Source: an optimization exercise on an open RTL-to-GDS flow (aim: small area, a short achievable clock period and few clock cycles per item). Production flows keep margins and buffers that such runs may drop. In this exercise RTL edits were held to simulation tests only and were not proved equivalent to the original.

==> lagoon <==
Design interval_running_statistics, start of the top module:
module interval_running_statistics
#(
    parameter int COUNT_BITS = irs_pkg::COUNT_BITS_DEF,
    parameter int HIST_BINS  = irs_pkg::HIST_BINS_DEF
)
(
    input  logic                  clk,
    input  logic                  rst_n,
    input  logic                  in_valid,
    output logic                  in_ready,
    input  logic [irs_pkg::IN_W-1:0]       interval,
    output logic                  out_valid,
    input  logic                  out_ready,
    output logic [1:0]            status,
    output logic [COUNT_BITS-1:0] sample_count,
    output logic [irs_pkg::IN_W-1:0]       least,
    output logic [irs_pkg::IN_W-1:0]       greatest,
    output logic [irs_pkg::IN_W-1:0]       mean,
    output logic [irs_pkg::DEV_W-1:0]      deviation,
    output logic [3:0]            mode_bin,
    output logic                  mode_valid
);
clock: 7.5 ns
lec_check: 0
cap_margin: 20
core_margin: 2
core_utilization: 40
cts_buf_list: sky130_fd_sc_hd__clkbuf_16
cts_cluster_diameter: 100
cts_cluster_size: 28
setup_slack_margin: 4.1
slew_margin: 20
run.sh (not shown) runs the stock make flow with config.mk's settings and CLKGATE_MAP_FILE= SYNTH_SCRIPT=/design/flow/synth_recipe.tcl, a recipe that flattens the netlist after the stock synthesis.
==> tundra (differences from lagoon) <==
CORE_UTILIZATION = 55   (was 40)
CTS_BUF_LIST = sky130_fd_sc_hd__clkbuf_4 sky130_fd_sc_hd__clkbuf_8   (was sky130_fd_sc_hd__clkbuf_16)
CTS_CLUSTER_DIAMETER = default   (was 100)
CTS_CLUSTER_SIZE = default   (was 28)
==> summary.md <==
| Metric | Value |
|---|---|
| Status | timing/DRC/antenna clean |
| Final HPWL DP | 379000 um |
| Reg area | 105000 um^2 |
| Crit path required time | 8.54 ns |
| DR vias | 149000 |
| Area grow syn2layout | 14.6% |
| Multi-input combinational area share | 44.0% |
| Most frequent cells in the layout | dfxtp_1 (4402), ha_1 (2041), inv_1 (1704) |
| DIE AREA | 409000 um^2 |
| Post-CTS Resized | 764 |
| Area after DPL | 230000 um^2 |
(the above is from tundra)
==> summary.md <==
| Metric | Value |
|---|---|
| Post-CTS Resized | 486 |
| Status | timing/DRC/antenna clean |
| CP bufs+invs | 3 |
| DIE AREA | 562000 um^2 |
| Most frequent cells in the layout | dfxtp_1 (4390), ha_1 (2049), inv_1 (1738) |
| Crit path required time | 8.35 ns |
| CP startpoint | sn_sq[56] |
| Initial Utilization | 40.2% |
| Multi-input combinational area share | 45.4% |
| Final HPWL DP | 374000 um |
(the above is from lagoon)
Testbench counts of lagoon, summed over its fixed seeds: cycles 1,912, items 1,600.
Testbench counts of tundra, summed over its fixed seeds: cycles 1,912, items 1,600.

---

==> trial 17 <==
interval_running_statistics again, from the RTL that the note above started with.
## interval_running_statistics
module interval_running_statistics
#(
    parameter int COUNT_BITS = irs_pkg::COUNT_BITS_DEF,
    parameter int HIST_BINS  = irs_pkg::HIST_BINS_DEF
)
(
    input  logic                  clk,
    input  logic                  rst_n,
    input  logic                  in_valid,
    output logic                  in_ready,
    input  logic [irs_pkg::IN_W-1:0]       interval,
    output logic                  out_valid,
    input  logic                  out_ready,
    output logic [1:0]            status,
    output logic [COUNT_BITS-1:0] sample_count,
    output logic [irs_pkg::IN_W-1:0]       least,
    output logic [irs_pkg::IN_W-1:0]       greatest,
    output logic [irs_pkg::IN_W-1:0]       mean,
    output logic [irs_pkg::DEV_W-1:0]      deviation,
    output logic [3:0]            mode_bin,
    output logic                  mode_valid
);
clock: 7.5 ns
lec_check: 0
cap_margin: 20
core_margin: 2
core_utilization: 40
cts_buf_list: sky130_fd_sc_hd__clkbuf_4 sky130_fd_sc_hd__clkbuf_8
setup_slack_margin: 4.1
slew_margin: 20
==> build 2: changes against trial 17 <==
Settings changed: CTS_BUF_LIST sky130_fd_sc_hd__clkbuf_4 sky130_fd_sc_hd__clkbuf_8 to sky130_fd_sc_hd__clkbuf_8 sky130_fd_sc_hd__clkbuf_16, SETUP_SLACK_MARGIN 4.1 to 4.3.
==> build 92: changes against trial 17 <==
Settings changed: CTS_BUF_LIST sky130_fd_sc_hd__clkbuf_4 sky130_fd_sc_hd__clkbuf_8 to sky130_fd_sc_hd__clkbuf_16, CTS_CLUSTER_DIAMETER set to 80, CTS_CLUSTER_SIZE set to 20, SETUP_SLACK_MARGIN 4.1 to 4.3.
==> comparison <==
Trial 17 completed with no timing, DRC or antenna violations. Build 92 ran to the end with no violations. Build 2 completed without violations.
The highest first-iteration DRC count belongs to build 2, the lowest to trial 17.
In build 2 the wire length is higher than in build 92, by about 0.9%.
Of trial 17 and build 92, build 92 has the higher non-clock buffer count (gap 238).
Design area, highest first: build 2, trial 17, build 92.
The lowest utilization belongs to build 92, the highest to build 2.
Maximum frequency: build 2 > build 92 > trial 17.
In die area, trial 17 and build 92 do not differ.
In trial 17 the hold slack is lower than in build 2, by 16 ps.
==> figures <==
|  | build 2 | build 92 | trial 17 |
|---|---|---|---|
| Layout overhead on the synthesized area | 17.8% | 14.0% | 15.3% |
| Setup Fix Bufs, Post-CTS | 316 | 338 | 62 |
| R2R Setup Slk | 4150 ps | 4070 ps | 4050 ps |
| Global-route wire length before repair | 869 mm | 860 mm | 801 mm |
| Maximum level of the CTS H-tree | 6 | 5 | 6 |
| First element of the critical path | q5_rt[0]$_SDFF_PN1_ | si_x[17]$_DFF_P_ | q5_rt[1]$_SDFF_PN1_ |
| Number of cells on the critical path | 15 | 10 | 15 |
| Met2 Routed Length | 272 mm | 271 mm | 242 mm |
| Final non-clock buffer share | 0.0307 | 0.0331 | 0.0244 |
| Clk slew on worst S/H paths | 60 ps | 90 ps | 60 ps |
| Status | timing/DRC/antenna clean | timing/DRC/antenna clean | timing/DRC/antenna clean |
| Endpoint arrival time on the critical path | 4250 ps | 4390 ps | 4510 ps |
| Post-route setup slack | 4150 ps | 4070 ps | 4050 ps |
| Share of layout cells above drive strength 1 | 0.147 | 0.131 | 0.135 |
| Worst slew margin relative to its limit | 0.194 | 0.308 | 0.310 |
| Number of standard cells in the final layout excluding fillers | 29907 | 29414 | 30057 |
| Multi-input gate area in the final layout | 114000 um^2 | 114000 um^2 | 112000 um^2 |
Testbench counts of trial 17, summed over its fixed seeds: cycles 1,912, items 1,600.
Testbench counts of build 2, summed over its fixed seeds: cycles 1,912, items 1,600.
Testbench counts of build 92, summed over its fixed seeds: cycles 1,912, items 1,600.

---

==> v1: inputs <==
Starting RTL as in the previous note.
export LEC_CHECK = 0
export CAP_MARGIN = 20
export CORE_MARGIN = 2
export CORE_UTILIZATION = 40
export CTS_BUF_LIST = sky130_fd_sc_hd__clkbuf_4 sky130_fd_sc_hd__clkbuf_8
export SETUP_SLACK_MARGIN = 3.8
export SLEW_MARGIN = 20
create_clock -name core_clock -period 7.5 [get_ports {clk}]
==> v6 (differences from v1) <==
Settings changed: CTS_BUF_LIST sky130_fd_sc_hd__clkbuf_4 sky130_fd_sc_hd__clkbuf_8 to sky130_fd_sc_hd__clkbuf_16, CTS_CLUSTER_DIAMETER set to 80, CTS_CLUSTER_SIZE set to 20, SETUP_SLACK_MARGIN 3.8 to 4.1.
==> summary.txt <==
worst skew pair latency 1010 ps; status complete, no violations; Buffers excl. clock 679; PostCTS Resize Cnt 433; Arr. time, crit path 4220 ps; gr usage total 17.2%; sequential share of cell area 42.2%; Final Critical Period 3440 ps; FF/Latch Area 105,000 um2; Req. time, crit path 8290 ps
the above is filed under v6

==> summary.txt <==
CORE AREA 553,000 um2; PostCTS Resize Cnt 166; Final Critical Period 3650 ps; Hold-fix buffers, CTS 1; worst skew pair latency 1300 ps; Buffers excl. clock 333; gr usage total 17.2%; status complete, no violations; sequential share of cell area 41.7%
the above is filed under v1

Testbench counts of v1, summed over its fixed seeds: cycles 1,912, items 1,600.
Testbench counts of v6, summed over its fixed seeds: cycles 1,912, items 1,600.

## static timing again, ports no longer ideal
No port has a modelled driver above. Below, the same layouts with a new extraction and two added sets of constraints. Step 1: set_driving_cell puts a clkbuf_16 on clk and a buf_2 on each other input, an assumption about the parent block. Step 2 also shifts input and output timing later by t, the mid clock arrival at the registers, as if the neighbouring blocks saw the same clock. a / b / c = no drivers / after step 1 / after step 2; a / b = the first two.
run	t, ns	setup WS [ns]	hold slack, ns
lagoon	1.065	4.078 / 4.078 / 3.942	0.269 / 0.269 / 0.269
tundra	1.319	4.020 / 3.969 / 4.020	0.273 / 0.258 / 0.273
trial 17	1.317	4.055 / 3.983 / 3.922	0.250 / 0.224 / 0.277
build 2	1.143	4.145 / 4.082 / 4.066	0.266 / 0.266 / 0.266
build 92	1.074	4.067 / 4.067 / 4.067	0.246 / 0.246 / 0.246
v1	1.337	3.850 / 3.850 / 3.850	0.247 / 0.247 / 0.247
v6	1.067	4.061 / 4.061 / 3.909	0.265 / 0.265 / 0.265
After both steps setup and hold are still met in every run listed. The setup slack of v6, which loses most, moves by 0.000 ns with the drivers and by -0.152 ns with both steps.
